What follows belongs to an exercise in optimizing a design on an open flow for small area, a short achievable clock period and few clock cycles per item; a production flow would make more cautious choices.
At most, simulation tests tie the RTL to the original design; equivalence was not proved.
For run 1, only the layout was checked, not whether the RTL still works.
Power figures rest on the tool's default switching activity, not on a simulated workload.

==> flow/design.v <==
`timescale 1ns / 1ps
`default_nettype none
module framed_ascii_decimal_parser #(
	parameter int MAX_CHARS = 63,
	parameter int MAX_FRAC_DIGITS = 6
) (
	input wire logic clk,
	input wire logic arst_n,
	input wire logic s_tvalid,
	output logic s_tready,
	input wire logic [7:0] s_tdata,
	output logic m_tvalid,
	input wire logic m_tready,
	output logic [55:0] m_tdata,
	output logic [2:0] m_tuser,
	input wire logic cfg_valid,
	output logic cfg_ready,
	input wire logic cfg_index,
	input wire logic [7:0] cfg_data
);
	logic [7:0] start_q, end_q;
	always_ff @(posedge clk or negedge arst_n) begin
		if (!arst_n) begin
			start_q <= 8'd60;
			end_q <= 8'd62;
		end else if (cfg_valid) begin
			if (cfg_index) end_q <= cfg_data;
			else start_q <= cfg_data;
		end
	end
	assign cfg_ready = 1'b1;
	logic v1_q;
	logic is_start1_q, is_end1_q, is_digit1_q, is_point1_q;
	logic [3:0] e1_q;	 
	logic [3:0] d1;
	logic in_frame_q, point_q, bad_q, trunc_q, sat_q;
	logic [5:0] count_q;
	logic full_q;	 
	logic [2:0] frac_q;
	logic [31:0] int_q;
	logic [23:0] bcd_q;	 
	logic busy_q, valid_q;
	logic [1:0] steps_q;
	logic [31:0] int_b_q;
	logic [15:0] fbin_q;
	logic [2:0] frac_b_q;
	logic bad_b_q, trunc_b_q, sat_b_q;
	logic idle, close, open, body, room, fdig, stall, go, handoff;
	assign idle = !busy_q && !valid_q;
	assign open = !in_frame_q && is_start1_q;
	assign close = in_frame_q && is_end1_q;
	assign body = in_frame_q && !is_end1_q;
	assign room = !full_q;
	assign fdig = body && room && is_digit1_q && point_q && (frac_q != 3'd6);
	assign stall = (close && !idle) || (fdig && busy_q);
	assign go = v1_q && !stall;
	assign handoff = v1_q && close && idle;
	logic block_q;
	logic v1_n, is_end1_n, is_digit1_n, in_frame_n, point_n, busy_n, valid_n;
	logic is_digit_in;
	assign s_tready = !block_q;
	assign is_digit_in = (s_tdata[7:4] == 4'h3) && (s_tdata[3:0] <= 4'd9);
	assign v1_n = s_tready ? s_tvalid : (v1_q && !go);
	assign is_end1_n = s_tready ? (s_tdata == end_q) : is_end1_q;
	assign is_digit1_n = s_tready ? is_digit_in : is_digit1_q;
	assign in_frame_n = (go && open) ? 1'b1 : (go && close) ? 1'b0 : in_frame_q;
	assign point_n = (go && open) ? 1'b0 :
		(go && body && room && !is_digit1_q && is_point1_q) ? 1'b1 : point_q;
	assign busy_n = handoff || (busy_q && (steps_q != 2'd0));
	assign valid_n = handoff ? valid_q : busy_q ? (valid_q || (steps_q == 2'd0)) : (valid_q && !m_tready);
	always_ff @(posedge clk or negedge arst_n) begin
		if (!arst_n) begin
			v1_q <= 1'b0;
			block_q <= 1'b0;
		end else begin
			v1_q <= v1_n;
			block_q <= (v1_n && in_frame_n &&
				((is_end1_n && (busy_n || valid_n)) || (is_digit1_n && point_n && busy_n)));
		end
	end
	always_ff @(posedge clk) begin
		if (s_tready) begin
			is_start1_q <= (s_tdata == start_q);
			is_end1_q <= (s_tdata == end_q);
			is_digit1_q <= is_digit_in;
			is_point1_q <= (s_tdata == 8'h2e);
			e1_q <= {s_tdata[3], s_tdata[2] | s_tdata[3], s_tdata[1] | s_tdata[3], s_tdata[0]};
		end
	end
	assign d1 = {e1_q[3], e1_q[2] & !e1_q[3], e1_q[1] & !e1_q[3], e1_q[0]};
	logic [31:0] int_x10;
	logic int_ovf;
	logic [30:0] add_a, add_b, add_s;
	logic add_c;
	assign add_a = {int_q[28:0], e1_q[2], e1_q[1]};
	assign add_b = int_q[30:0];
	assign add_c = e1_q[3];
	always_comb begin
		logic [30:0] g, p, gg, pp;
		g = add_a & add_b;
		p = add_a ^ add_b;
		gg = g;
		pp = p;
		gg[0] = g[0] | (p[0] & add_c);
		for (int l = 0; l < 5; l++) begin
			for (int i = 30; i >= 0; i--) begin
				if (((i + 1) % (2 << l)) == 0) begin
					gg[i] = gg[i] | (pp[i] & gg[i - (1 << l)]);
					pp[i] = pp[i] & pp[i - (1 << l)];
				end
			end
		end
		for (int l = 3; l >= 0; l--) begin
			for (int i = 30; i >= 0; i--) begin
				if (i >= 3 * (1 << l) - 1 && ((i + 1 - (1 << l)) % (2 << l)) == 0) begin
					gg[i] = gg[i] | (pp[i] & gg[i - (1 << l)]);
					pp[i] = pp[i] & pp[i - (1 << l)];
				end
			end
		end
		add_s = p ^ {gg[29:0], add_c};
	end
	assign int_x10 = {add_s, e1_q[0]};
	localparam logic [31:0] OVF_K = 32'h19999999;
	logic [32:0] ovf_gt, ovf_eq;
	always_comb begin
		ovf_gt[32] = 1'b0;
		ovf_eq[32] = 1'b1;
		for (int i = 31; i >= 0; i--) begin
			ovf_gt[i] = ovf_gt[i+1] | (ovf_eq[i+1] & int_q[i] & !OVF_K[i]);
			ovf_eq[i] = ovf_eq[i+1] & (int_q[i] == OVF_K[i]);
		end
	end
	assign int_ovf = ovf_gt[0] | (ovf_eq[0] & (e1_q[3] | (e1_q[2] & e1_q[1])));
	logic int_dig;
	assign int_dig = body && room && is_digit1_q && !point_q;
	always_ff @(posedge clk) begin
		if (v1_q && open)
			int_q <= 32'd0;
		else if (v1_q && int_dig)
			int_q <= int_x10;
	end
	always_ff @(posedge clk or negedge arst_n) begin
		if (!arst_n)
			in_frame_q <= 1'b0;
		else if (go) begin
			if (open)
				in_frame_q <= 1'b1;
			else if (close)
				in_frame_q <= 1'b0;
		end
	end
	always_ff @(posedge clk) begin
		if (go) begin
			if (open) begin
				point_q <= 1'b0;
				bad_q <= 1'b0;
				trunc_q <= 1'b0;
				sat_q <= 1'b0;
				count_q <= 6'd0;
				full_q <= 1'b0;
				frac_q <= 3'd0;
			end else if (body) begin
				if (!room) begin
					trunc_q <= 1'b1;
				end else begin
					count_q <= count_q + 6'd1;
					full_q <= (count_q == 6'd62);
					if (is_digit1_q) begin
						if (point_q) begin
							if (frac_q == 3'd6)
								trunc_q <= 1'b1;
							else
								frac_q <= frac_q + 3'd1;
						end else begin
							if (int_ovf)
								sat_q <= 1'b1;
						end
					end else if (is_point1_q && !point_q) begin
						point_q <= 1'b1;
					end else begin
						bad_q <= 1'b1;
					end
				end
			end
		end
	end
	function automatic logic [3:0] dstep(input logic [2:0] r, input logic c);
		logic [3:0] n;
		begin
			n[3] = (!r[2] & r[1]) | (r[0] & c);
			n[2] = (!r[1] & r[0] & c) | (r[2] & !c);
			n[1] = r[0] | (!r[1] & c) | (r[2] & !c);
			n[0] = (!r[1] & !c) | (!r[2] & r[1] & c);
			dstep = n;
		end
	endfunction
	function automatic logic [23:0] dbl(input logic [23:0] f);
		logic [23:0] n;
		begin
			for (int j = 0; j < 6; j++)
				n[4*j +: 4] = dstep(f[4*j +: 3], (j > 0) ? f[4*((j > 0) ? j - 1 : 0) + 3] : 1'b0);
			dbl = n;
		end
	endfunction
	function automatic logic [3:0] dcode(input logic [3:0] d);
		case (d)
			4'd0: dcode = 4'b0110;
			4'd1: dcode = 4'b0000;
			4'd2: dcode = 4'b0001;
			4'd3: dcode = 4'b0010;
			4'd4: dcode = 4'b0011;
			4'd5: dcode = 4'b1110;
			4'd6: dcode = 4'b1000;
			4'd7: dcode = 4'b1001;
			4'd8: dcode = 4'b1010;
			default: dcode = 4'b1011;
		endcase
	endfunction
	logic [23:0] bcd0, bcd1, bcd2, bcd3;
	logic [3:0] fbits;	 
	logic conv;
	assign bcd0 = bcd_q;
	assign bcd1 = dbl(bcd0);
	assign bcd2 = dbl(bcd1);
	assign bcd3 = dbl(bcd2);
	assign fbits = {bcd0[23], bcd1[23], bcd2[23], bcd3[23]};
	assign conv = busy_q || handoff;
	always_ff @(posedge clk) begin
		for (int j = 0; j < 6; j++) begin
			if (conv)
				bcd_q[4*(5-j) +: 4] <= bcd3[4*(5-j) +: 4];
			else if (go && fdig && frac_q == 3'(j))
				bcd_q[4*(5-j) +: 4] <= dcode(d1);
			else if (go && fdig && frac_q < 3'(j))
				bcd_q[4*(5-j) +: 4] <= 4'b0110;
		end
	end
	logic fzero, fsat;
	assign fzero = handoff ? (frac_q == 3'd0) : (frac_b_q == 3'd0);
	assign fsat = handoff ? sat_q : sat_b_q;
	logic [3:0] fmask;
	assign fmask = (fbits & {4{!fzero}}) | {4{fsat}};
	always_ff @(posedge clk) begin
		if (conv)
			fbin_q <= {fbin_q[12:1], handoff ? fmask[3] : fbin_q[0], fmask[2:0]};
		if (handoff) begin
			int_b_q <= int_q | {32{sat_q}};
			frac_b_q <= frac_q;
			bad_b_q <= bad_q;
			trunc_b_q <= trunc_q;
			sat_b_q <= sat_q;
		end
	end
	always_ff @(posedge clk or negedge arst_n) begin
		if (!arst_n) begin
			busy_q <= 1'b0;
			valid_q <= 1'b0;
			steps_q <= 2'd0;
		end else begin
			if (handoff) begin
				busy_q <= 1'b1;
				steps_q <= 2'd3;
			end else if (busy_q) begin
				steps_q <= steps_q - 2'd1;
				if (steps_q == 2'd0) begin
					busy_q <= 1'b0;
					valid_q <= 1'b1;
				end
			end else if (m_tready) begin
				valid_q <= 1'b0;
			end
		end
	end
	assign m_tvalid = valid_q;
	assign m_tdata = {5'd0, frac_b_q, int_b_q, fbin_q};
	assign m_tuser = {sat_b_q, trunc_b_q, bad_b_q};
endmodule
`default_nettype wire
==> flow/flow/run.sh <==
#!/bin/bash
# The standard layout (the standard.sh: ORFS synthesis to finish) with two
# changes: plain buf_2 cells as the port buffers (every port still gets one),
# and no adder-cell mapping in synthesis, so abc maps the adders as plain logic.
# standard.sh's output goes to standard.log.
export BUFFER_PORTS_ARGS="-buffer_cell sky130_fd_sc_hd__buf_2"
export ADDER_MAP_FILE=
bash standard.sh > standard.log 2>&1
==> flow/standard.sh <==
#!/bin/bash
# synth_recipe.tcl (not shown) runs the flow's synth.tcl, then flattens the netlist and writes it again
# the make line also repeats each setting of config.mk as NAME=value (left out here)
make -C /OpenROAD-flow-scripts/flow DESIGN_CONFIG=/design/flow/config.mk WORK_HOME=/design/flow/orfs CLKGATE_MAP_FILE= SYNTH_SCRIPT=/design/flow/synth_recipe.tcl "${@:-finish}"
==> flow/config.mk <==
export PLATFORM = sky130hd
export DESIGN_NAME = framed_ascii_decimal_parser
export DESIGN_NICKNAME = framed_ascii_decimal_parser
export VERILOG_FILES = /design/flow/design.v
export SDC_FILE = /design/flow/constraint.sdc
export NUM_CORES = 4
export LEC_CHECK = 0
export ABC_AREA = 1
export CAP_MARGIN = 20
export CORE_MARGIN = 2
export CORE_UTILIZATION = 60
export CTS_BUF_LIST = sky130_fd_sc_hd__clkbuf_8
export SETUP_SLACK_MARGIN = 3.2
export SLEW_MARGIN = 20
==> flow/constraint.sdc <==
create_clock -name core_clock -period 5.5 [get_ports {clk}]
set_input_delay 1.1000 -clock core_clock [delete_from_list [all_inputs] [get_ports {clk}]]
set_output_delay 1.1000 -clock core_clock [all_outputs]
set_load 0.01 [all_outputs]
==> notes.md, run 1 <==
outcome timing/DRC/antenna clean; EDFF count, synth 97; Synth async-reset ratio 14.84%; worst setup margin 3.283 ns; wire per inst 13.66 µm; drt via density 5.215; commonest non-fill, non-tap cell in the layout nand2_1; die area 15220 µm²; CP peak stage delay 0.41 ns; post-synthesis instance total 1077; vias in the first global route 6216; share of layout cells above drive strength 1 18.58%; Final Cell Area 9869 µm²; clock latency (worst-skew pair) 0.46 ns; Initial Util 61.58%; Ant. Diodes 0; switch share 32.78%; Layout Skew 0.01684 ns; 1st-iter DRT viols 471; crit-path cells clkinvlp_4, buf_2; Unique masters post-synth 49; Routed WL 18790 µm; DP Area 9050 µm²; Clk pin slew, worst setup/hold paths 0.07 ns; # setup viols final 0; Top Ports 84; Max stage delay cell, worst path dfrtp_2; Pins Over Slew Limit 0; Fmax achieved 451.1 MHz; post-synthesis sequential area ratio 49.14%; largest net degree at the start of global routing 45; Area Overhead vs Synth 15.46%; Final ANT Viol Nets 0; DRC Markers 0; initial antenna violation count 0; CP required 4.40 ns; Main synth FF type edfxtp_1; yosys synthesis warning count 1; Crit. End Element output pin; Gate power share 27.4%; Clock Tree Root clkbuf_8; grt total ovfl 0; Syn Area/Cell 7.937 µm²; Final Hold Vio Count 0; RePlAce Congestion 0.8094; crit-path max FO 3; Core Region 13880 µm²; Final nets 1204; Rows 43; Pint 2.273 mW; Slew Limit Headroom 58.61%; Detailed Routing Iterations Pass 1 5; Setup TNS Final 0 ns; die height 123.4 µm; first-pass GRT wire length 29250 µm; clock share of power 28.2%; Max Cap Viol 0; crit start category flip-flop; PD cells 342.5 nW/µm²; RSZ-0062 raised after global routing no; register bit total from synthesis 155; sequential share of power 44.4%; Arrival @ worst endpoint 1.12 ns; Num CTS Buffers 17; most frequent cells in the layout nand2_1, inv_1, nor2_1, edfxtp_1, o21ai_0; All-Layer GR Usage 24.71%; LEAKAGE 4.871 nW; Post-Synthesis Cell Area 8548 µm²; Net Sw Power 1.108 mW; minimum clock period 2.217 ns; maximum vdd drop 0.2129 mV; Die Width 123.4 µm; Worst-Margin Slew 0.6172 ns; crit share post-route 40.31%; critical path type flip-flop to output pin; CTS H-Tree Depth 4; CTS tree yes; clk sinks 155; Place WS 2.492 ns; PortBufs 77; maximum clock insertion buffer count 2; detailed-placement wirelength estimate 12650 µm; via count 7170; Hold Path Class flip-flop to flip-flop
==> metrics by stage <==
| step | cells | total power, mW | util [%] | hold slack, ns |
|---|---|---|---|---|
| 2_1_floorplan | 1081 | 2.233 | - | 0.4003 |
| 3_3_place_gp | 1314 | 2.395 | 65.20 | 0.4023 |
| 3_5_place_dp | 1314 | 2.413 | 65.20 | 0.4045 |
| 4_1_cts | 1353 | 3.372 | 69.15 | 0.4223 |
| 5_1_grt | 1375 | 3.600 | 71.10 | 0.4278 |
| 6_report | 1375 | 3.381 | 71.10 | 0.4204 |
==> power groups by stage <==
| stage | sequential (mW) | combinational [mW] | clock (mW) |
|---|---|---|---|
| 6_report | 1.50 | 0.927 | 0.953 |
| 5_1_grt | 1.52 | 1.06 | 1.02 |
| 4_1_cts | 1.49 | 0.908 | 0.969 |
| 3_5_place_dp | 1.52 | 0.893 | 0 |
| 3_3_place_gp | 1.52 | 0.878 | 0 |
| 2_1_floorplan | 1.48 | 0.754 | 0 |
==> Yosys cell counts, types with 2 or more instances <==
cell type,number,share of area [%]
a21oi_1,64,3.7
a31oi_1,5,0.37
buf_1,2,0.088
buf_2,3,0.18
buf_4,11,0.97
clkbuf_1,11,0.48
clkinv_1,3,0.13
conb_1,2,0.088
dfrtp_1,14,4.1
dfstp_2,9,2.8
dfxtp_1,35,8.2
edfxtp_1,97,34
inv_1,174,7.6
inv_2,11,0.48
nand2_1,254,11
nand2_2,11,0.81
nand2_4,9,1.2
nand3_1,44,2.6
nand4_1,8,0.59
nor2_1,107,4.7
nor2_2,6,0.44
nor2_4,2,0.26
nor3_1,7,0.41
nor3_2,3,0.35
nor3b_1,2,0.18
nor4_1,5,0.37
o211ai_1,10,0.88
o21a_1,2,0.18
o21ai_0,84,4.9
o21ai_1,7,0.41
o21ai_2,2,0.20
o221ai_1,2,0.20
o22ai_1,10,0.73
o31ai_1,2,0.18
or2_2,9,0.66
xnor2_1,11,1.1
xor2_1,27,2.8
==> sequential cells by signal, summed over array words and instances (netlist names), 2 cells and up <==
register and flops:
int_b_q 32, count_q 6, e1_q 4, bcd_q 24
int_q 32, start_q 8, end_q 8, frac_q 3
frac_b_q 3, steps_q 2, fbin_q 16
==> final timing paths <==
| kind | depth (start not counted) | end | slack, ns | start |
|---|---|---|---|---|
| worst max-delay path | 2 | s_tready | 3.28 | block_q |
| min in group asynchronous | 1 | start_q[0] | 0.62 | arst_n |
| worst max register to register | 15 | bcd_q[15] | 3.29 | in_frame_q |
| worst min register to register | 0 | bad_b_q | 0.42 | bad_q |
| max in group asynchronous | 1 | busy_q | 4.50 | arst_n |
| worst min-delay path | 0 | bad_b_q | 0.42 | bad_q |
==> what timing repair did <==
item / 4_1_cts / 5_1_grt
pin swaps: 1 / 8
gates cloned: 1 / 4
resized for setup: 15 / 27
endpoints found under the setup margin: 69 / 60
setup buffers: 6 / 18
hold buffers: 0 / 0
==> logic make-up after synthesis <==
| family | after synthesis | synth area share, % |
|---|---|---|
| other | 2 | 0.08785 |
| DFF | 155 | 49.14 |
| and+or+nand+nor | 472 | 24.21 |
| AOI/OAI and AO/OA | 193 | 12.44 |
| buffers and inverters | 216 | 10.04 |
| xor gates and xnor gates | 39 | 4.084 |
==> final cells by class <==
| type | instances | area [µm²] |
|---|---|---|
| multi-input combinational | 711 | 3595 |
| tap | 180 | 225.2 |
| sequential | 155 | 4207 |
| fill | 1118 | 4011 |
| timing repair buffer | 104 | 600.6 |
| clock inverter | 13 | 182.7 |
| inverter | 189 | 755.7 |
| timing repair inverter | 4 | 42.54 |
| clock buffer | 19 | 261.5 |
==> worst max-delay path, delay by kind of cell (launching register included) <==
family / cells / cell delay [ns]
flip-flops: 1 / 0.41
buffers and inverters: 2 / 0.25
==> layer usage <==
layer  GRT usage, %  share of wire [%]  vias to the layer above
li1               -                  -                     3676
met1          33.72                 45                     3284
met2          39.84                 48                      177
met3          4.705                4.3                       33
met4          8.168                2.0                        0
met5              0                  0                        -
==> run 2: changes to the inputs <==
--- a/flow/design.v
+++ b/flow/design.v
@@ -104,17 +104,9 @@
 		gg[0] = g[0] | (p[0] & add_c);
 		for (int l = 0; l < 5; l++) begin
 			for (int i = 30; i >= 0; i--) begin
-				if (((i + 1) % (2 << l)) == 0) begin
-					gg[i] = gg[i] | (pp[i] & gg[i - (1 << l)]);
-					pp[i] = pp[i] & pp[i - (1 << l)];
-				end
-			end
-		end
-		for (int l = 3; l >= 0; l--) begin
-			for (int i = 30; i >= 0; i--) begin
-				if (i >= 3 * (1 << l) - 1 && ((i + 1 - (1 << l)) % (2 << l)) == 0) begin
-					gg[i] = gg[i] | (pp[i] & gg[i - (1 << l)]);
-					pp[i] = pp[i] & pp[i - (1 << l)];
+				if ((i >> l) & 1) begin
+					gg[i] = gg[i] | (pp[i] & gg[((i >> l) << l) - 1]);
+					pp[i] = pp[i] & pp[((i >> l) << l) - 1];
 				end
 			end
 		end
--- a/flow/config.mk
+++ b/flow/config.mk
@@ -8,7 +8,7 @@
 export ABC_AREA = 1
 export CAP_MARGIN = 20
 export CORE_MARGIN = 2
-export CORE_UTILIZATION = 60
+export CORE_UTILIZATION = 40
 export CTS_BUF_LIST = sky130_fd_sc_hd__clkbuf_8
 export SETUP_SLACK_MARGIN = 3.2
 export SLEW_MARGIN = 20
==> notes.md, run 2 <==
outcome timing/DRC/antenna clean (unchanged); Final Hold Vio Count 0 (unchanged); crit path capture s_tready (unchanged); FF-to-FF Start frac_q[2] (was in_frame_q); met2 wire length 9534 µm (was 9111 µm); area of the multi-input gates 3722 µm² (was 3595 µm²); Synth top cells by count nand2_1, inv_1, nor2_1 (unchanged); CTS H-Tree Depth 4 (unchanged); Net Sw Power 1.221 mW (was 1.108 mW); Routed WL 20470 µm (was 18790 µm); All-Layer GR Usage 18.06% (was 24.71%); Gate power share 29.3% (was 27.4%); clock latency (worst-skew pair) 0.46 ns (about the same); register bit total from synthesis 155 (unchanged); die area 23000 µm² (was 15220 µm²); first-pass GRT wire length 32600 µm (was 29250 µm); die height 151.7 µm (was 123.4 µm); Reg area 4203 µm² (was 4207 µm²); Rows 54 (was 43); most common cell in the netlist nand2_1 (unchanged); Final ANT Viol Nets 0 (unchanged); Main synth FF type edfxtp_1 (unchanged); R2R depth 12 (was 15); Layout Skew 0.01353 ns (was 0.01684 ns); PD cells 341.8 nW/µm² (was 342.5 nW/µm²); Pins Over Slew Limit 0 (unchanged); Final nets 1263 (was 1204); Regs by FF count int_b_q: 32 flops, int_q: 32 flops, bcd_q: 24 flops (unchanged); Area Overhead vs Synth 14.39% (was 15.46%); Die Width 151.7 µm (was 123.4 µm); r2r endpoint bcd_q[4] (was bcd_q[15]); initial antenna violation count 0 (unchanged); Num CTS Buffers 17 (unchanged); Unique masters post-synth 49 (unchanged); placed cells 1487 (was 1314); maximum clock insertion buffer count 2 (unchanged); via count 7417 (was 7170); # setup viols final 0 (unchanged); most frequent cells in the layout nand2_1, inv_1, nor2_1, edfxtp_1, o21ai_0 (unchanged); switch share 35.80% (was 32.78%); Synth async-reset ratio 14.84% (unchanged); Clock Tree Root clkbuf_8 (unchanged); vias in the first global route 6839 (was 6216); CP required 4.40 ns (about the same); Pint 2.190 mW (was 2.273 mW); commonest non-fill, non-tap cell in the layout nand2_1 (unchanged); critical path type flip-flop to output pin (unchanged); yosys synthesis warning count 1 (unchanged); largest net degree at the start of global routing 41 (was 45); EDFF count, synth 97 (unchanged); WHS 0.4277 ns (was 0.4204 ns); RePlAce Congestion 0.8443 (was 0.8094); wire per inst 13.34 µm (was 13.66 µm); Slew Limit Headroom 63.63% (was 58.61%); register-to-register setup slack 3.31 ns (was 3.29 ns); top-area cell type share of the netlist area 33.40% (was 34.07%); Core Region 21620 µm² (was 13880 µm²); Max Cap Viol 0 (unchanged); PortBufs 77 (unchanged); Top Ports 84 (unchanged); post-synthesis instance total 1151 (was 1077); Final Util 46.15% (was 71.10%); Post-Synthesis Cell Area 8722 µm² (was 8548 µm²); Ant. Diodes 0 (unchanged); Setup TNS Final 0 ns (unchanged); grt total ovfl 0 (unchanged); Hold Path Class flip-flop to flip-flop (unchanged); Clk pin slew, worst setup/hold paths 0.08 ns (was 0.07 ns); metal3 WL 791 µm (was 809 µm); Synth area leader edfxtp_1 (unchanged); Syn Area/Cell 7.578 µm² (was 7.937 µm²); Worst-Margin Slew 0.5455 ns (was 0.6172 ns); source of the critical timing path block_q (unchanged); Fmax achieved 446.6 MHz (was 451.1 MHz); post-synthesis sequential area ratio 48.16% (was 49.14%); DRC Markers 0 (unchanged); highest routed layer met4 (unchanged); final cell count without fillers 1534 (was 1375); minimum clock period 2.239 ns (was 2.217 ns); crit-path max FO 2 (was 3); sequential share of power 44.3% (was 44.4%); crit share post-route 40.71% (was 40.31%); Fill cells 2164 (was 1118); Arrival @ worst endpoint 1.14 ns (was 1.12 ns); LEAKAGE 4.838 nW (was 4.871 nW); clock share of power 26.5% (was 28.2%); drt via density 4.835 (was 5.215); Detailed Routing Iterations Pass 1 4 (was 5); ranking of synthesized cells by area edfxtp_1, nand2_1, inv_1 (was edfxtp_1, nand2_1, dfxtp_1); detailed-placement wirelength estimate 14280 µm (was 12650 µm); maximum vdd drop 0.1390 mV (was 0.2129 mV); share of layout cells above drive strength 1 15.39% (was 18.58%); Initial Util 40.34% (was 61.58%); 1st-iter DRT viols 437 (was 471); Crit. End Element output pin (unchanged); RSZ-0062 raised after global routing yes (was no); CTS tree yes (unchanged); final total power 3.411 mW (was 3.381 mW); Post-Route M1 WL 9864 µm (was 8490 µm); crit start category flip-flop (unchanged); clk sinks 155 (unchanged)
run 2: cell types whose count changed in the layout (fill, tap and decap cells not counted), sizes merged, moves of 5 or more:
cell	previous run	this run
inv	191	197
xor2	28	10
nand2	274	319
o22ai	10	15
nand3	44	65
nor2	117	123
buf	104	93
run 2: cell type report:
cell class / count / share of cell area, %
inverters: 192 / 7.349
flip-flops and latches: 155 / 42.12
clock buffers: 17 / 2.345
clock inverters: 15 / 1.718
well taps: 280 / 3.511
multi-input cells: 781 / 37.31
repair buffers: 94 / 5.643
run 2: metrics by stage:
stage | cell area, µm² | setup slack [ns]
after floorplan | 8783 | 3.150
after global placement | 9361 | 2.911
after detailed placement | 9361 | 2.818
after CTS | 9872 | 3.215
after global routing | 9977 | 3.107
final | 9977 | 3.261
run 2: how the worst min path moves through the flow:
| stage | startpoint | endpoint | slack (ns) | cells past startpoint |
|---|---|---|---|---|
| 3_3_place_gp | bad_q | bad_b_q | 0.40 | 0 |
| 4_1_cts | bad_q | bad_b_q | 0.43 | 0 |
| 6_report | bad_q | bad_b_q | 0.43 | 0 |
| 3_5_place_dp | bad_q | bad_b_q | 0.41 | 0 |
| 5_1_grt | bad_q | bad_b_q | 0.44 | 0 |
| 2_1_floorplan | bad_q | bad_b_q | 0.40 | 0 |
run 2: power by group through the flow:
| stage | logic [mW] | registers (mW) | clock network (mW) |
|---|---|---|---|
| after floorplan | 0.817 | 1.49 | 0 |
| after global placement | 0.970 | 1.53 | 0 |
| after detailed placement | 0.980 | 1.53 | 0 |
| after CTS | 0.991 | 1.51 | 0.919 |
| after global routing | 1.16 | 1.53 | 0.968 |
| final | 0.999 | 1.51 | 0.902 |
run 2: per-layer routing:
| metal | up-vias | GRT usage [%] |
|---|---|---|
| li1 | 3899 | - |
| met1 | 3350 | 24.32 |
| met2 | 144 | 30.00 |
| met3 | 24 | 3.323 |
| met4 | 0 | 4.815 |
| met5 | - | 0 |
run 2: repair_timing:
item	CTS	global route
setup buffers	6	7
hold buffers	0	0
setup endpoints to repair	45	67
pin swaps	1	2
cloned	2	0
resized for setup	6	16
run 2: critical path: stages, from the launching register on:
cell        delay (ns)
dfrtp_1           0.41
clkinvlp_4        0.13
buf_2             0.15
run 2: kinds of logic after synthesis:
family / Yosys count / share of synthesized area [%]
other: 2 / 0.08610
DFF: 155 / 48.16
xor gates and xnor gates: 23 / 2.310
buffers and inverters: 220 / 10.23
AOI/OAI and AO/OA: 202 / 12.71
and+or+nand+nor: 549 / 26.51
Testbench counts of run 2, summed over its fixed seeds: cycles 12,722, items 1,200.
==> run 3: changes to the inputs <==
--- a/flow/design.v
+++ b/flow/design.v
@@ -91,7 +91,7 @@
 	logic [31:0] int_x10;
 	logic int_ovf;
 	logic [30:0] add_a, add_b, add_s;
-	logic add_c;
+	logic add_c, add_co;
 	assign add_a = {int_q[28:0], e1_q[2], e1_q[1]};
 	assign add_b = int_q[30:0];
 	assign add_c = e1_q[3];
@@ -104,26 +104,25 @@
 		gg[0] = g[0] | (p[0] & add_c);
 		for (int l = 0; l < 5; l++) begin
 			for (int i = 30; i >= 0; i--) begin
-				if ((i >> l) & 1) begin
-					gg[i] = gg[i] | (pp[i] & gg[((i >> l) << l) - 1]);
-					pp[i] = pp[i] & pp[((i >> l) << l) - 1];
+				if (((i + 1) % (2 << l)) == 0) begin
+					gg[i] = gg[i] | (pp[i] & gg[i - (1 << l)]);
+					pp[i] = pp[i] & pp[i - (1 << l)];
+				end
+			end
+		end
+		for (int l = 3; l >= 0; l--) begin
+			for (int i = 30; i >= 0; i--) begin
+				if (i >= 3 * (1 << l) - 1 && ((i + 1 - (1 << l)) % (2 << l)) == 0) begin
+					gg[i] = gg[i] | (pp[i] & gg[i - (1 << l)]);
+					pp[i] = pp[i] & pp[i - (1 << l)];
 				end
 			end
 		end
 		add_s = p ^ {gg[29:0], add_c};
-	end
+		add_co = gg[30];
+	end
+	assign int_ovf = add_co | int_q[31] | int_q[30] | int_q[29];
 	assign int_x10 = {add_s, e1_q[0]};
-	localparam logic [31:0] OVF_K = 32'h19999999;
-	logic [32:0] ovf_gt, ovf_eq;
-	always_comb begin
-		ovf_gt[32] = 1'b0;
-		ovf_eq[32] = 1'b1;
-		for (int i = 31; i >= 0; i--) begin
-			ovf_gt[i] = ovf_gt[i+1] | (ovf_eq[i+1] & int_q[i] & !OVF_K[i]);
-			ovf_eq[i] = ovf_eq[i+1] & (int_q[i] == OVF_K[i]);
-		end
-	end
-	assign int_ovf = ovf_gt[0] | (ovf_eq[0] & (e1_q[3] | (e1_q[2] & e1_q[1])));
 	logic int_dig;
 	assign int_dig = body && room && is_digit1_q && !point_q;
 	always_ff @(posedge clk) begin
==> notes.md, run 3 <==
PortBufs 77 (unchanged); post-synthesis instance total 1053 (was 1151); highest routed layer met4 (unchanged); metal3 WL 907 µm (was 791 µm); LEAKAGE 4.763 nW (was 4.838 nW); die area 22100 µm² (was 23000 µm²); crit start category flip-flop (unchanged); crit-path cells buf_2 (was clkinvlp_4, buf_2); CTS tree yes (unchanged); EDFF count, synth 97 (unchanged); Top Ports 84 (unchanged); register bit total from synthesis 155 (unchanged); Fmax achieved 445.4 MHz (was 446.6 MHz); Syn Area/Cell 7.948 µm² (was 7.578 µm²); Clock Tree Root clkbuf_8 (unchanged); most frequent cells in the layout nand2_1, inv_1, edfxtp_1, nor2_1, o21ai_0 (was nand2_1, inv_1, nor2_1, edfxtp_1, o21ai_0); maximum vdd drop 0.1689 mV (was 0.1390 mV); drt via density 4.810 (was 4.835); Die Width 148.7 µm (was 151.7 µm); Regs by FF count int_b_q: 32 flops, int_q: 32 flops, bcd_q: 24 flops (unchanged); Max stage delay cell, worst path edfxtp_1 (was dfrtp_1); Post-Route M1 WL 9008 µm (was 9864 µm); # setup viols final 0 (unchanged); vias in the first global route 6259 (was 6839); Final Hold Vio Count 0 (unchanged); clock latency (worst-skew pair) 0.47 ns (was 0.46 ns); placed cells 1381 (was 1487); detailed-placement wirelength estimate 12700 µm (was 14280 µm); most common cell in the netlist nand2_1 (unchanged); largest net degree at the start of global routing 47 (was 41); Detailed Routing Iterations Pass 1 6 (was 4); Gate power share 30.1% (was 29.3%); die height 148.7 µm (was 151.7 µm); 1st-iter DRT viols 452 (was 437); Synth area leader edfxtp_1 (unchanged); CTS H-Tree Depth 4 (unchanged); Synth async-reset ratio 14.84% (unchanged); critical path type flip-flop to output pin (unchanged); cell family with most CP delay flip-flops (unchanged); Synth top cells by count nand2_1, inv_1, nor2_1 (unchanged); Main synth FF type edfxtp_1 (unchanged); Clk pin slew, worst setup/hold paths 0.09 ns (was 0.08 ns); via count 6922 (was 7417); initial antenna violation count 0 (unchanged); crit-path max FO 2 (unchanged); All-Layer GR Usage 16.83% (was 18.06%); Routed WL 18840 µm (was 20470 µm); Final nets 1178 (was 1263); Pins Over Slew Limit 0 (unchanged); post-synthesis sequential area ratio 50.19% (was 48.16%); Initial Util 41.10% (was 40.34%); Net Sw Power 1.254 mW (was 1.221 mW); Pint 2.230 mW (was 2.190 mW); commonest non-fill, non-tap cell in the layout nand2_1 (unchanged); minimum clock period 2.245 ns (was 2.239 ns); grt total ovfl 0 (unchanged); Post-Synthesis Cell Area 8369 µm² (was 8722 µm²); Slew Limit Headroom 42.30% (was 63.63%); Worst-Margin Slew 0.8603 ns (was 0.5455 ns); clk sinks 155 (unchanged); maximum clock insertion buffer count 2 (unchanged); Ant. Diodes 0 (unchanged); Crit. End Element output pin (unchanged); CP required 4.40 ns (about the same); wire per inst 13.09 µm (was 13.34 µm); RePlAce Congestion 0.8126 (was 0.8443); ranking of synthesized cells by area edfxtp_1, nand2_1, dfxtp_1 (was edfxtp_1, nand2_1, inv_1); share of layout cells above drive strength 1 20.96% (was 15.39%); Max Cap Viol 0 (unchanged); CP peak stage delay 0.49 ns (was 0.41 ns); Core Region 20360 µm² (was 21620 µm²); Layout Skew 0.01361 ns (was 0.01353 ns); Arrival @ worst endpoint 1.15 ns (was 1.14 ns); sequential share of power 44.1% (was 44.3%); top-area cell type share of the netlist area 34.80% (was 33.40%); Final ANT Viol Nets 0 (unchanged); first-pass GRT wire length 29770 µm (was 32600 µm); switch share 35.98% (was 35.80%); cts hold-fix bufs 0 (unchanged); clock share of power 25.8% (was 26.5%); Num CTS Buffers 17 (unchanged); final cell count without fillers 1439 (was 1534); RSZ-0062 raised after global routing yes (unchanged); Unique masters post-synth 48 (was 49); Setup TNS Final 0 ns (unchanged); PD cells 351.8 nW/µm² (was 341.8 nW/µm²); outcome timing/DRC/antenna clean (unchanged); met2 wire length 8639 µm (was 9534 µm); Area Overhead vs Synth 18.33% (was 14.39%); Worst Path Buf+Inv 1 (was 2); DRC Markers 0 (unchanged); Hold Path Class flip-flop to flip-flop (unchanged); yosys synthesis warning count 1 (unchanged); Rows 52 (was 54); crit share post-route 40.82% (was 40.71%)
==> run 3: path summary, 6_finish.rpt <==
path                                   from     endpoint  slack, ns  depth (start not counted)
worst max register to register    int_q[10]        sat_q       3.26                         17
worst min-delay path                trunc_q    trunc_b_q       0.42                          0
max in group asynchronous            arst_n      block_q       4.51                          1
worst min register to register      trunc_q    trunc_b_q       0.42                          0
min in group asynchronous            arst_n   start_q[7]       0.61                          1
worst max-delay path            frac_b_q[0]  m_tdata[48]       3.25                          1
==> run 3: final cells by class <==
| cell class | instances | area [µm²] |
|---|---|---|
| inverters | 197 | 747.0 |
| fillers | 1975 | 10460 |
| well taps | 270 | 337.8 |
| clock inverters | 15 | 175.2 |
| clock buffers | 17 | 234.0 |
| flip-flops and latches | 155 | 4222 |
| repair buffers | 105 | 646.9 |
| multi-input cells | 680 | 3541 |
==> run 3: logic make-up after synthesis <==
group,synth area share (%)
AND/OR/NAND/NOR,21.78
buffers and inverters,10.45
AO/OA/AOI/OAI,13.43
flip-flops,50.19
XOR/XNOR,4.066
other,0.08973
==> run 3: per-stage QoR <==
step | hold WS, ns | cell area (µm²) | util [%] | power [mW] | setup WS, ns
after CTS | 0.4262 | 9549 | 46.89 | 3.386 | 3.200
after detailed placement | 0.4115 | 9052 | 44.45 | 2.477 | 2.781
after global routing | 0.4386 | 9903 | 48.63 | 3.735 | 3.127
final | 0.4236 | 9903 | 48.63 | 3.484 | 3.255
after floorplan | 0.4003 | 8454 | - | 2.294 | 3.142
after global placement | 0.4100 | 9052 | 44.45 | 2.470 | 2.932
==> run 3: what timing repair did <==
action / CTS / global route
gates resized for setup: 8 / 58
endpoints found under the hold margin: 0 / 0
buffers inserted: 8 / 15
endpoints found under the setup margin: 40 / 53
cloned: 1 / 2
pin swaps: 1 / 10
==> run 3: power groups by stage <==
stage,registers (mW),clock network [mW],logic [mW]
6_report,1.54,0.899,1.05
2_1_floorplan,1.51,0,0.785
4_1_cts,1.52,0.922,0.942
3_3_place_gp,1.55,0,0.924
5_1_grt,1.56,0.969,1.21
3_5_place_dp,1.55,0,0.930
==> run 3: metal layers <==
| layer | vias up | track usage (%) |
|---|---|---|
| li1 | 3608 | - |
| met1 | 3148 | 23.60 |
| met2 | 150 | 26.27 |
| met3 | 16 | 3.773 |
| met4 | 0 | 4.810 |
| met5 | - | 0 |
Testbench counts of run 3, summed over its fixed seeds: cycles 12,722, items 1,200.
==> run 4: changes to the inputs <==
--- a/flow/config.mk
+++ b/flow/config.mk
@@ -12,3 +12,4 @@
 export CTS_BUF_LIST = sky130_fd_sc_hd__clkbuf_8
 export SETUP_SLACK_MARGIN = 3.2
 export SLEW_MARGIN = 20
+export TNS_END_PERCENT = 10
==> notes.md, run 4 <==
LEAKAGE 4.680 nW (was 4.763 nW); cts hold-fix bufs 0 (unchanged); Ant. Diodes 0 (unchanged); detailed-placement wirelength estimate 12710 µm (was 12700 µm); switch share 37.26% (was 35.98%); Gate power share 29.1% (was 30.1%); Syn Area/Cell 7.948 µm² (unchanged); clock latency (worst-skew pair) 0.47 ns (about the same); share of layout cells above drive strength 1 18.21% (was 20.96%); Synth async-reset ratio 14.84% (unchanged); largest net degree at the start of global routing 47 (unchanged); Worst Hold Depth 0 (unchanged); worst hold path startpoint trunc_q (unchanged); Max Cap Viol 0 (unchanged); Core Region 20360 µm² (unchanged); All-Layer GR Usage 16.32% (was 16.83%); FF-to-FF Start e1_q[2] (was int_q[10]); Area Overhead vs Synth 15.77% (was 18.33%); CTS tree yes (unchanged); Regs by FF count int_b_q: 32 flops, int_q: 32 flops, bcd_q: 24 flops (unchanged); yosys synthesis warning count 1 (unchanged); PD cells 348.4 nW/µm² (was 351.8 nW/µm²); Pins Over Slew Limit 0 (unchanged); clk sinks 155 (unchanged); critical path type flip-flop to output pin (unchanged); CP required 4.40 ns (about the same); commonest non-fill, non-tap cell in the layout nand2_1 (unchanged); Clock Tree Root clkbuf_8 (unchanged); Final nets 1168 (was 1178); Num CTS Buffers 17 (unchanged); Rows 52 (unchanged); first-pass GRT wire length 28980 µm (was 29770 µm); Final Hold Vio Count 0 (unchanged); DRC Markers 0 (unchanged); Worst-Margin Slew 0.8489 ns (was 0.8603 ns); Clk pin slew, worst setup/hold paths 0.10 ns (was 0.09 ns); post-synthesis instance total 1053 (unchanged); initial antenna violation count 0 (unchanged); vias in the first global route 6178 (was 6259); minimum clock period 2.310 ns (was 2.245 ns); Layout Skew 0.01619 ns (was 0.01361 ns); top-area cell type share of the netlist area 34.80% (unchanged); Synth top cells by count nand2_1, inv_1, nor2_1 (unchanged); Fmax achieved 432.9 MHz (was 445.4 MHz); maximum clock insertion buffer count 2 (unchanged); clock share of power 25.8% (about the same); crit-path max FO 9 (was 2); Final Util 47.58% (was 48.63%); Routed WL 17940 µm (was 18840 µm); Max stage delay cell, worst path dfrtp_1 (was edfxtp_1); crit share post-route 42.00% (was 40.82%); Pint 2.118 mW (was 2.230 mW); Main synth FF type edfxtp_1 (unchanged); Detailed Routing Iterations Pass 1 5 (was 6); R2R depth 19 (was 17); sequential share of power 45.1% (was 44.1%); ranking of synthesized cells by area edfxtp_1, nand2_1, dfxtp_1 (unchanged); Arrival @ worst endpoint 1.21 ns (was 1.15 ns); 1st-iter DRT viols 401 (was 452); CTS H-Tree Depth 4 (unchanged); Final ANT Viol Nets 0 (unchanged); Fill cells 1997 (was 1975); Top Ports 84 (unchanged); register-to-register setup slack 3.30 ns (was 3.26 ns); wire per inst 12.56 µm (was 13.09 µm); Hold Path Sink trunc_b_q (unchanged); Synth area leader edfxtp_1 (unchanged); maximum vdd drop 0.1488 mV (was 0.1689 mV); crit start category flip-flop (unchanged); post-synthesis sequential area ratio 50.19% (unchanged); register bit total from synthesis 155 (unchanged); CP peak stage delay 0.46 ns (was 0.49 ns); EDFF count, synth 97 (unchanged); r2r endpoint sat_q (unchanged); Worst Path Buf+Inv 2 (was 1); Die Width 148.7 µm (unchanged); most common cell in the netlist nand2_1 (unchanged); drt via density 4.745 (was 4.810); Slew Limit Headroom 43.06% (was 42.30%); # setup viols final 0 (unchanged); crit-path cells inv_4, buf_2 (was buf_2); Hold Path Class flip-flop to flip-flop (unchanged); Net Sw Power 1.258 mW (was 1.254 mW); Initial Util 41.10% (unchanged); outcome timing/DRC/antenna clean (unchanged); most frequent cells in the layout nand2_1, inv_1, edfxtp_1, nor2_1, o21ai_0 (unchanged); Setup TNS Final 0 ns (unchanged); RSZ-0062 raised after global routing yes (unchanged); Post-Synthesis Cell Area 8369 µm² (unchanged); die area 22100 µm² (unchanged); via count 6780 (was 6922); Crit. End Element output pin (unchanged); PortBufs 77 (unchanged); RePlAce Congestion 0.8247 (was 0.8126); die height 148.7 µm (unchanged); cell family with most CP delay flip-flops (unchanged); Unique masters post-synth 48 (unchanged); grt total ovfl 0 (unchanged)
## run 4: cell type report
type,count,area (µm²),share of cell area [%]
clock buffer,17,234.0,2.415
clock inverter,15,170.2,1.756
inverter,197,753.2,7.774
multi-input combinational,680,3438,35.49
sequential,155,4205,43.40
tap,270,337.8,3.487
timing repair buffer,95,550.5,5.682
## run 4: kinds of logic after synthesis
| kind of cell | Yosys count | synth area share [%] |
|---|---|---|
| simple gates | 430 | 21.78 |
| compound gates | 205 | 13.43 |
| flops | 155 | 50.19 |
| buf+inv | 223 | 10.45 |
| xor+xnor | 38 | 4.066 |
| other cells | 2 | 0.08973 |
## run 4: routing by layer
metal  GRT usage (%)  wire [µm]
met5               0          0
met4           5.143        232
met3           3.252        546
met2           25.44       8116
met1           22.95       9047
## run 4: through the flow
step	setup WS [ns]	area, µm²	total power, mW	cells	hold slack, ns
finish	3.190	9689	3.376	1429	0.4425
global placement	2.985	9036	2.469	1381	0.4230
CTS	3.079	9482	3.361	1417	0.4459
global route	3.078	9689	3.626	1429	0.4554
detailed placement	2.867	9036	2.483	1381	0.4280
floorplan	3.133	8436	2.293	1057	0.4003
## run 4: how the worst max path moves through the flow
stage / startpoint / cells past startpoint / end
2_1_floorplan: frac_q[2] / 11 / bcd_q[4]
6_report: block_q / 2 / s_tready
4_1_cts: frac_q[2] / 11 / fbin_q[3]
5_1_grt: int_q[0] / 20 / sat_q
3_3_place_gp: is_end1_q / 12 / bcd_q[1]
3_5_place_dp: is_end1_q / 12 / bcd_q[1]
## run 4: what timing repair did
item / CTS / global route
pin swaps: 1 / 3
gates cloned: 1 / 1
setup endpoints to repair: 40 / 57
gates resized for setup: 5 / 30
setup buffers: 3 / 11
## run 4: power groups by stage
stage               Combinational, mW  Clock, mW  Sequential [mW]
detailed placement              0.937          0             1.55
global placement                0.925          0             1.54
global route                     1.14      0.937             1.55
finish                          0.982      0.870             1.52
CTS                             0.949      0.891             1.52
floorplan                       0.784          0             1.51
==> run 5: changes to the inputs <==
--- a/flow/config.mk
+++ b/flow/config.mk
@@ -10,6 +10,6 @@
 export CORE_MARGIN = 2
 export CORE_UTILIZATION = 40
 export CTS_BUF_LIST = sky130_fd_sc_hd__clkbuf_8
-export SETUP_SLACK_MARGIN = 3.2
+export SETUP_SLACK_MARGIN = 3.35
 export SLEW_MARGIN = 20
 export TNS_END_PERCENT = 10
==> notes.md, run 5 <==
outcome timing/DRC/antenna clean (unchanged); Crit. End Element output pin (unchanged); share of layout cells above drive strength 1 21.52% (was 18.21%); Main synth FF type edfxtp_1 (unchanged); Num CTS Buffers 17 (unchanged); Worst-Margin Slew 0.8500 ns (was 0.8489 ns); Setup TNS Final 0 ns (unchanged); Synth top cells by count nand2_1, inv_1, nor2_1 (unchanged); LEAKAGE 4.808 nW (was 4.680 nW); 1st-iter DRT viols 414 (was 401); Layout Skew 0.01807 ns (was 0.01619 ns); CP peak stage delay 0.47 ns (was 0.46 ns); # setup viols final 0 (unchanged); PortBufs 77 (unchanged); crit start category flip-flop (unchanged); Max stage delay cell, worst path edfxtp_1 (was dfrtp_1); Final ANT Viol Nets 0 (unchanged); ranking of synthesized cells by area edfxtp_1, nand2_1, dfxtp_1 (unchanged); largest net degree at the start of global routing 47 (unchanged); Final Util 48.99% (was 47.58%); All-Layer GR Usage 17.11% (was 16.32%); die area 22100 µm² (unchanged); Arrival @ worst endpoint 1.12 ns (was 1.21 ns); grt total ovfl 0 (unchanged); top-area cell type share of the netlist area 34.80% (unchanged); PD cells 348.0 nW/µm² (was 348.4 nW/µm²); initial antenna violation count 0 (unchanged); cts hold-fix bufs 0 (unchanged); Max Cap Viol 0 (unchanged); CTS tree yes (unchanged); first-pass GRT wire length 30280 µm (was 28980 µm); Synth area leader edfxtp_1 (unchanged); most frequent cells in the layout nand2_1, inv_1, edfxtp_1, nor2_1, o21ai_0 (unchanged); Final nets 1180 (was 1168); vias in the first global route 6320 (was 6178); Fmax achieved 450.7 MHz (was 432.9 MHz); crit-path cells buf_2 (was inv_4, buf_2); Regs by FF count int_b_q: 32 flops, int_q: 32 flops, bcd_q: 24 flops (unchanged); drt via density 4.819 (was 4.745); post-synthesis sequential area ratio 50.19% (unchanged); CP required 4.40 ns (about the same); Ant. Diodes 0 (unchanged); most common cell in the netlist nand2_1 (unchanged); crit-path max FO 2 (was 9); Detailed Routing Iterations Pass 1 5 (unchanged); EDFF count, synth 97 (unchanged); Routed WL 18750 µm (was 17940 µm); RSZ-0062 raised after global routing yes (unchanged); Hold Path Class flip-flop to flip-flop (unchanged); Top Ports 84 (unchanged); minimum clock period 2.219 ns (was 2.310 ns); via count 6944 (was 6780); Clk pin slew, worst setup/hold paths 0.10 ns (about the same); clk sinks 155 (unchanged); critical path type flip-flop to output pin (unchanged); Rows 52 (unchanged); Clock Tree Root clkbuf_8 (unchanged); crit share post-route 40.34% (was 42.00%); Synth async-reset ratio 14.84% (unchanged); Slew Limit Headroom 42.98% (was 43.06%); Syn Area/Cell 7.948 µm² (unchanged); Die Width 148.7 µm (unchanged); post-synthesis instance total 1053 (unchanged); Worst Path Buf+Inv 1 (was 2); Core Region 20360 µm² (unchanged); maximum vdd drop 0.1847 mV (was 0.1488 mV); wire per inst 13.01 µm (was 12.56 µm); die height 148.7 µm (unchanged); commonest non-fill, non-tap cell in the layout nand2_1 (unchanged); maximum clock insertion buffer count 2 (unchanged); Area Overhead vs Synth 19.20% (was 15.77%); RePlAce Congestion 0.8193 (was 0.8247); Post-Synthesis Cell Area 8369 µm² (unchanged); Unique masters post-synth 48 (unchanged); Initial Util 41.10% (unchanged); yosys synthesis warning count 1 (unchanged); Final Hold Vio Count 0 (unchanged); clock latency (worst-skew pair) 0.48 ns (was 0.47 ns); CTS H-Tree Depth 4 (unchanged); DRC Markers 0 (unchanged); detailed-placement wirelength estimate 12930 µm (was 12710 µm); cell family with most CP delay flip-flops (unchanged); register bit total from synthesis 155 (unchanged); Pins Over Slew Limit 0 (unchanged)
==> run 5: cell counts after synthesis <==
No cell type changed its count.
==> run 5: kinds of logic (layout without fill, tap and decap cells) <==
kind of cell	count (synthesis)	in the layout	synth area share, %
simple gates	430	431	21.78
buf+inv	223	336	10.45
flops	155	155	50.19
xor+xnor	38	38	4.066
compound gates	205	205	13.43
other cells	2	6	0.08973
==> run 5: worst paths after layout <==
check / startpoint / to / slack, ns / cells past startpoint
setup / recovery: frac_b_q[1] / m_tdata[49] / 3.28 / 1
hold / removal: trunc_q / trunc_b_q / 0.44 / 0
setup reg to reg: e1_q[2] / sat_q / 3.36 / 19
hold reg to reg: trunc_q / trunc_b_q / 0.44 / 0
max in group asynchronous: arst_n / busy_q / 4.54 / 1
min in group asynchronous: arst_n / end_q[0] / 0.58 / 1
==> run 5: through the flow <==
stage               worst slack [ns]  instances  power, mW  instance area, µm²  hold slack [ns]
floorplan                      3.133       1057      2.293                8436           0.4003
global placement               2.990       1381      2.471                9036           0.4184
detailed placement             2.877       1381      2.486                9036           0.4226
CTS                            3.290       1427      3.388                9613           0.4393
global route                   3.176       1441      3.721                9976           0.4584
finish                         3.281       1441      3.471                9976           0.4443
==> run 5: what timing repair did <==
action / CTS / global route
gates resized for setup: 23 / 64
setup endpoints to repair: 72 / 93
gates cloned: 1 / 2
buffers inserted: 13 / 12
pin swaps: 1 / 14
==> run 5: where the power goes <==
| group | switching [mW] | internal (mW) | leakage (nW) |
|---|---|---|---|
| Sequential | 0.142 | 1.40 | 1.45 |
| Clock | 0.497 | 0.383 | 0.204 |
| Combinational | 0.640 | 0.413 | 3.16 |
| Total | 1.28 | 2.19 | 4.81 |
==> run 5: metal layers <==
metal	vias to the layer above	track usage (%)	share of wire, %
met3	18	2.945	3.6
met4	0	5.381	1.7
met5	-	0	0
li1	3605	-	-
met1	3203	23.46	48
met2	118	27.75	47
==> run 5: area by class of cell <==
type,instances,area (µm²)
fill,1962,10390
sequential,155,4225
multi-input combinational,680,3562
inverter,197,758.2
timing repair buffer,107,684.4
tap,270,337.8
clock buffer,17,234.0
clock inverter,15,173.9
==> run 6: changes to the inputs <==
--- a/flow/config.mk
+++ b/flow/config.mk
@@ -10,6 +10,6 @@
 export CORE_MARGIN = 2
 export CORE_UTILIZATION = 40
 export CTS_BUF_LIST = sky130_fd_sc_hd__clkbuf_8
-export SETUP_SLACK_MARGIN = 3.35
+export SETUP_SLACK_MARGIN = 3.5
 export SLEW_MARGIN = 20
 export TNS_END_PERCENT = 10
==> notes.md, run 6 <==
crit share post-route 40.73% (was 40.34%); register bit total from synthesis 155 (unchanged); Ant. Diodes 0 (unchanged); Rows 52 (unchanged); crit-path cells buf_2 (unchanged); critical path type flip-flop to output pin (unchanged); Fill cells 1952 (was 1962); RSZ-0062 raised after global routing yes (unchanged); Unique masters post-synth 48 (unchanged); Final Util 49.80% (was 48.99%); Syn Area/Cell 7.948 µm² (unchanged); cts hold-fix bufs 0 (unchanged); Main synth FF type edfxtp_1 (unchanged); detailed-placement wirelength estimate 12930 µm (unchanged); Synth area leader edfxtp_1 (unchanged); Synth top cells by count nand2_1, inv_1, nor2_1 (unchanged); crit start category flip-flop (unchanged); Worst Hold Depth 0 (unchanged); grt total ovfl 0 (unchanged); Final nets 1194 (was 1180); LEAKAGE 4.889 nW (was 4.808 nW); Setup TNS Final 0 ns (unchanged); drt via density 4.795 (was 4.819); most common cell in the netlist nand2_1 (unchanged); clock latency (worst-skew pair) 0.48 ns (about the same); Routed WL 19140 µm (was 18750 µm); maximum vdd drop 0.1836 mV (was 0.1847 mV); yosys synthesis warning count 1 (unchanged); Final Hold Vio Count 0 (unchanged); Hold Path Class flip-flop to flip-flop (unchanged); DRC Markers 0 (unchanged); largest net degree at the start of global routing 47 (unchanged); Top Ports 84 (unchanged); All-Layer GR Usage 17.39% (was 17.11%); initial antenna violation count 0 (unchanged); area of the multi-input gates 3640 µm² (was 3562 µm²); share of layout cells above drive strength 1 23.88% (was 21.52%); commonest non-fill, non-tap cell in the layout nand2_1 (unchanged); crit-path max FO 2 (unchanged); CTS tree yes (unchanged); EDFF count, synth 97 (unchanged); Initial Util 41.10% (unchanged); WHS 0.4460 ns (was 0.4443 ns); first-pass GRT wire length 30690 µm (was 30280 µm); die height 148.7 µm (unchanged); final cell count without fillers 1455 (was 1441); Post-Synthesis Cell Area 8369 µm² (unchanged); Clock Tree Root clkbuf_8 (unchanged); Pins Over Slew Limit 0 (unchanged); Reg area 4225 µm² (unchanged); maximum clock insertion buffer count 2 (unchanged); Num CTS Buffers 17 (unchanged); Levels on crit path 1 (unchanged); R2R depth 18 (was 19); top-area cell type share of the netlist area 34.80% (unchanged); Regs by FF count int_b_q: 32 flops, int_q: 32 flops, bcd_q: 24 flops (unchanged); PortBufs 77 (unchanged); Fmax achieved 446.4 MHz (was 450.7 MHz); Place WS 2.877 ns (unchanged); Max Cap Viol 0 (unchanged); Layout Skew 0.01812 ns (was 0.01807 ns); Crit. End Element output pin (unchanged); placed cells 1381 (unchanged); post-synthesis sequential area ratio 50.19% (unchanged); Max stage delay cell, worst path edfxtp_1 (unchanged); minimum clock period 2.240 ns (was 2.219 ns); PD cells 346.1 nW/µm² (was 348.0 nW/µm²); Detailed Routing Iterations Pass 1 5 (unchanged); wire per inst 13.15 µm (was 13.01 µm); 1st-iter DRT viols 418 (was 414); Arrival @ worst endpoint 1.14 ns (was 1.12 ns); Area Overhead vs Synth 21.17% (was 19.20%); Clk pin slew, worst setup/hold paths 0.10 ns (about the same); most frequent cells in the layout nand2_1, inv_1, edfxtp_1, nor2_1, o21ai_0 (unchanged); CTS H-Tree Depth 4 (unchanged); Slew Limit Headroom 44.08% (was 42.98%); ranking of synthesized cells by area edfxtp_1, nand2_1, dfxtp_1 (unchanged); Worst Path Buf+Inv 1 (unchanged); Core Region 20360 µm² (unchanged); worst setup margin 3.260 ns (was 3.281 ns); Synth async-reset ratio 14.84% (unchanged); # setup viols final 0 (unchanged); clk sinks 155 (unchanged); RePlAce Congestion 0.8193 (unchanged); Die Width 148.7 µm (unchanged); Worst-Margin Slew 0.8336 ns (was 0.8500 ns); via count 6977 (was 6944); Final ANT Viol Nets 0 (unchanged); post-synthesis instance total 1053 (unchanged); die area 22100 µm² (unchanged); outcome timing/DRC/antenna clean (unchanged); CP peak stage delay 0.48 ns (was 0.47 ns); cell family with most CP delay flip-flops (unchanged); vias in the first global route 6395 (was 6320); CP required 4.40 ns (about the same)
==> run 6: changes by cell type in the layout (fill, tap and decap cells not counted), sizes merged <==
cell and change:
buf +12, nor2 +1, clkbuf -1, inv +1, bufbuf +1
==> run 6: per-stage QoR <==
| step | instance area (µm²) | total power [mW] |
|---|---|---|
| after floorplan | 8436 | 2.293 |
| after global placement | 9036 | 2.471 |
| after detailed placement | 9036 | 2.486 |
| after CTS | 9743 | 3.398 |
| after global routing | 10140 | 3.758 |
| final | 10140 | 3.510 |
==> run 6: final cells by class <==
class	instances	share of cell area, %
flip-flops and latches	155	41.67
multi-input cells	681	35.89
repair buffers	119	7.625
inverters	197	7.403
well taps	270	3.331
clock buffers	17	2.307
clock inverters	15	1.715
repair inverters	1	0.06169
==> run 6: what timing repair did <==
item,in CTS,in global routing
buffers inserted,21,16
resized for setup,33,74
pin swaps,4,26
gates cloned,3,2
setup endpoints to repair,188,183
==> run 6: worst paths after layout <==
check | from | to | slack (ns)
worst max-delay path | frac_b_q[1] | m_tdata[49] | 3.26
worst min register to register | trunc_q | trunc_b_q | 0.45
min in group asynchronous | arst_n | end_q[0] | 0.58
max in group asynchronous | arst_n | busy_q | 4.54
worst max register to register | int_q[8] | sat_q | 3.36
worst min-delay path | trunc_q | trunc_b_q | 0.45
==> run 6: power breakdown <==
part           internal, mW  leakage (nW)  switching [mW]  total, mW
clock                 0.383         0.204           0.498      0.881
sequential             1.40          1.45           0.142       1.54
combinational         0.434          3.24           0.658       1.09
==> run 6: logic make-up after synthesis <==
kind of cell / share of synthesized area (%)
AO/OA/AOI/OAI: 13.43
buffers and inverters: 10.45
flip-flops: 50.19
AND/OR/NAND/NOR: 21.78
other: 0.08973
XOR/XNOR: 4.066
==> run 6: layer usage <==
layer | share of wire, % | global-route usage [%] | vias up
li1 | - | - | 3629
met1 | 48 | 23.75 | 3219
met2 | 46 | 28.29 | 109
met3 | 3.2 | 3.037 | 20
met4 | 2.0 | 5.524 | 0
met5 | 0 | 0 | -
==> run 7: changes to the inputs <==
--- a/flow/config.mk
+++ b/flow/config.mk
@@ -10,6 +10,6 @@
 export CORE_MARGIN = 2
 export CORE_UTILIZATION = 40
 export CTS_BUF_LIST = sky130_fd_sc_hd__clkbuf_8
-export SETUP_SLACK_MARGIN = 3.5
+export SETUP_SLACK_MARGIN = 3.35
 export SLEW_MARGIN = 20
-export TNS_END_PERCENT = 10
+export TNS_END_PERCENT = 0
==> notes.md, run 7 <==
detailed-placement wirelength estimate 12710 µm (was 12930 µm); Syn Area/Cell 7.948 µm² (unchanged); drt via density 4.797 (was 4.795); RSZ-0062 raised after global routing yes (unchanged); Regs by FF count int_b_q: 32 flops, int_q: 32 flops, bcd_q: 24 flops (unchanged); Layout Skew 0.01909 ns (was 0.01812 ns); cell family with most CP delay flip-flops (unchanged); share of layout cells above drive strength 1 19.73% (was 23.88%); Initial Util 41.10% (unchanged); maximum vdd drop 0.1512 mV (was 0.1836 mV); crit-path cells buf_2 (unchanged); Arrival @ worst endpoint 1.12 ns (was 1.14 ns); area of the multi-input gates 3487 µm² (was 3640 µm²); Reg area 4218 µm² (was 4225 µm²); wire per inst 12.81 µm (was 13.15 µm); most common cell in the netlist nand2_1 (unchanged); Synth area leader edfxtp_1 (unchanged); Die Width 148.7 µm (unchanged); Post-Synthesis Cell Area 8369 µm² (unchanged); largest net degree at the start of global routing 47 (unchanged); crit start category flip-flop (unchanged); clk sinks 155 (unchanged); Slew Limit Headroom 42.99% (was 44.08%); die area 22100 µm² (unchanged); EDFF count, synth 97 (unchanged); Num CTS Buffers 17 (unchanged); # setup viols final 0 (unchanged); CTS H-Tree Depth 4 (unchanged); CTS tree yes (unchanged); Final Hold Vio Count 0 (unchanged); initial antenna violation count 0 (unchanged); Area Overhead vs Synth 17.64% (was 21.17%); PD cells 348.2 nW/µm² (was 346.1 nW/µm²); Final ANT Viol Nets 0 (unchanged); vias in the first global route 6257 (was 6395); ranking of synthesized cells by area edfxtp_1, nand2_1, dfxtp_1 (unchanged); CP peak stage delay 0.47 ns (was 0.48 ns); grt total ovfl 0 (unchanged); crit share post-route 40.41% (was 40.73%); register bit total from synthesis 155 (unchanged); Detailed Routing Iterations Pass 1 5 (unchanged); via count 6889 (was 6977); Max stage delay cell, worst path edfxtp_1 (unchanged); LEAKAGE 4.751 nW (was 4.889 nW); 1st-iter DRT viols 392 (was 418); Synth top cells by count nand2_1, inv_1, nor2_1 (unchanged); Crit. End Element output pin (unchanged); DP Area 9036 µm² (unchanged); Clk pin slew, worst setup/hold paths 0.10 ns (about the same); maximum clock insertion buffer count 2 (unchanged); All-Layer GR Usage 16.64% (was 17.39%); Core Region 20360 µm² (unchanged); crit-path max FO 2 (unchanged); Worst-Margin Slew 0.8499 ns (was 0.8336 ns); Setup TNS Final 0 ns (unchanged); outcome timing/DRC/antenna clean (unchanged); post-synthesis sequential area ratio 50.19% (unchanged); Top Ports 84 (unchanged); PortBufs 77 (unchanged); post-synthesis instance total 1053 (unchanged); Ant. Diodes 0 (unchanged); Levels on crit path 1 (unchanged); clock latency (worst-skew pair) 0.47 ns (was 0.48 ns); Hold Path Class flip-flop to flip-flop (unchanged); Worst Path Buf+Inv 1 (unchanged); Fill cells 1987 (was 1952); Fmax achieved 449.9 MHz (was 446.4 MHz); Clock Tree Root clkbuf_8 (unchanged); commonest non-fill, non-tap cell in the layout nand2_1 (unchanged); most frequent cells in the layout nand2_1, inv_1, edfxtp_1, nor2_1, o21ai_0 (unchanged); Worst Hold Depth 0 (unchanged); Rows 52 (unchanged); Main synth FF type edfxtp_1 (unchanged); Max Cap Viol 0 (unchanged); Pins Over Slew Limit 0 (unchanged); Final nets 1175 (was 1194); Synth async-reset ratio 14.84% (unchanged); Final Cell Area 9846 µm² (was 10140 µm²); minimum clock period 2.223 ns (was 2.240 ns); RePlAce Congestion 0.8247 (was 0.8193); die height 148.7 µm (unchanged); critical path type flip-flop to output pin (unchanged); Unique masters post-synth 48 (unchanged); R2R depth 11 (was 18); yosys synthesis warning count 1 (unchanged); top-area cell type share of the netlist area 34.80% (unchanged); CP required 4.40 ns (about the same); Routed WL 18400 µm (was 19140 µm); DRC Markers 0 (unchanged); first-pass GRT wire length 29460 µm (was 30690 µm)
==> run 7: cell types whose count changed in the layout (fill, tap and decap cells not counted), moves of 5 or more <==
cell | previous run | this run
buf_4 | 36 | 21
dfxtp_1 | 21 | 26
dfxtp_2 | 12 | 7
nand2_1 | 215 | 231
nand2_2 | 30 | 17
nor2_4 | 10 | 5
==> run 7: cell type report <==
class | count | share of cell area (%)
Clock buffer | 17 | 2.376
Clock inverter | 15 | 1.728
Inverter | 197 | 7.701
Multi-Input combinational cell | 680 | 35.42
Sequential cell | 155 | 42.84
Tap cell | 270 | 3.431
Timing Repair Buffer | 102 | 6.507
==> run 7: worst paths after layout <==
kind                             start          end  slack, ns
setup / recovery           frac_b_q[0]  m_tdata[48]       3.28
hold / removal                 trunc_q    trunc_b_q       0.44
setup reg to reg            in_frame_q     bcd_q[3]       3.29
hold reg to reg                trunc_q    trunc_b_q       0.44
max in group asynchronous       arst_n      block_q       4.54
min in group asynchronous       arst_n     end_q[0]       0.59
==> run 7: timing repair <==
item / 4_1_cts / 5_1_grt
cloned: 2 / 1
setup endpoints to repair: 84 / 107
hold buffers: 0 / 0
pin swaps: 2 / 7
gates resized for setup: 15 / 43
setup buffers: 9 / 11
==> run 7: per-stage QoR <==
step                      util, %  hold WS, ns  setup slack, ns  cells  power, mW
final                       48.35       0.4411            3.277   1436      3.428
after global routing        48.35       0.4554            3.088   1436      3.677
after CTS                   47.14       0.4459            3.271   1424      3.370
after detailed placement    44.37       0.4280            2.867   1381      2.483
after global placement      44.37       0.4230            2.985   1381      2.469
after floorplan                 -       0.4003            3.133   1057      2.293
==> run 7: cells by family after synthesis <==
family                    Yosys count  synth area share [%]
and+or+nand+nor                   430                 21.78
buffers and inverters             223                 10.45
AOI/OAI and AO/OA                 205                 13.43
DFF                               155                 50.19
xor gates and xnor gates           38                 4.066
other                               2               0.08973
==> run 7: report_power, final <==
part           total (mW)  internal (mW)  switching, mW
Sequential           1.53           1.39          0.138
Combinational        1.03          0.404          0.623
Clock               0.871          0.348          0.522
Total                3.43           2.14           1.28
==> run 7: layer usage <==
layer / GRT usage [%] / part of all wire [%] / wire, µm
met5: 0 / 0 / 0
met4: 5.238 / 1.3 / 240
met3: 3.160 / 3.6 / 657
met2: 26.18 / 46 / 8443
met1: 23.31 / 49 / 9057

-- what the ideal ports hide --
The flow's constraints put no driver on any port. The routed layouts listed below were extracted and timed again, unchanged, in two steps.
Step 1: set_driving_cell puts a clkbuf_16 on clk and a buf_2 on each other input, an assumption about the parent block.
Step 2, shift: input delay + t, output delay - t, t = (earliest + latest rising clock arrival at the registers) / 2. This alone moves slack from input paths to output paths.
a / b / c = ideal / step 1 / step 2; a / b = the first two.
run | t (ns) | slack for setup (ns) | hold WS [ns] | worst data-port slew with drivers (ns)
run 1 | 0.489 | 3.283 / 3.247 / 3.162 | 0.420 / 0.420 / 0.420 | 0.03
run 2 | 0.490 | 3.261 / 3.225 / 3.169 | 0.428 / 0.428 / 0.428 | 0.05
run 3 | 0.506 | 3.255 / 3.214 / 3.258 | 0.424 / 0.424 / 0.424 | 0.03
run 4 | 0.495 | 3.190 / 3.152 / 3.296 | 0.443 / 0.443 / 0.443 | 0.04
run 5 | 0.504 | 3.281 / 3.245 / 3.227 | 0.444 / 0.444 / 0.444 | 0.04
run 6 | 0.506 | 3.260 / 3.224 / 3.233 | 0.446 / 0.446 / 0.446 | 0.04
run 7 | 0.502 | 3.277 / 3.239 / 3.285 | 0.441 / 0.441 / 0.441 | 0.04
After both steps setup and hold are still met in every run listed. For run 1, which loses most, drivers alone change the setup slack by -0.036 ns; drivers and shift together by -0.121 ns.
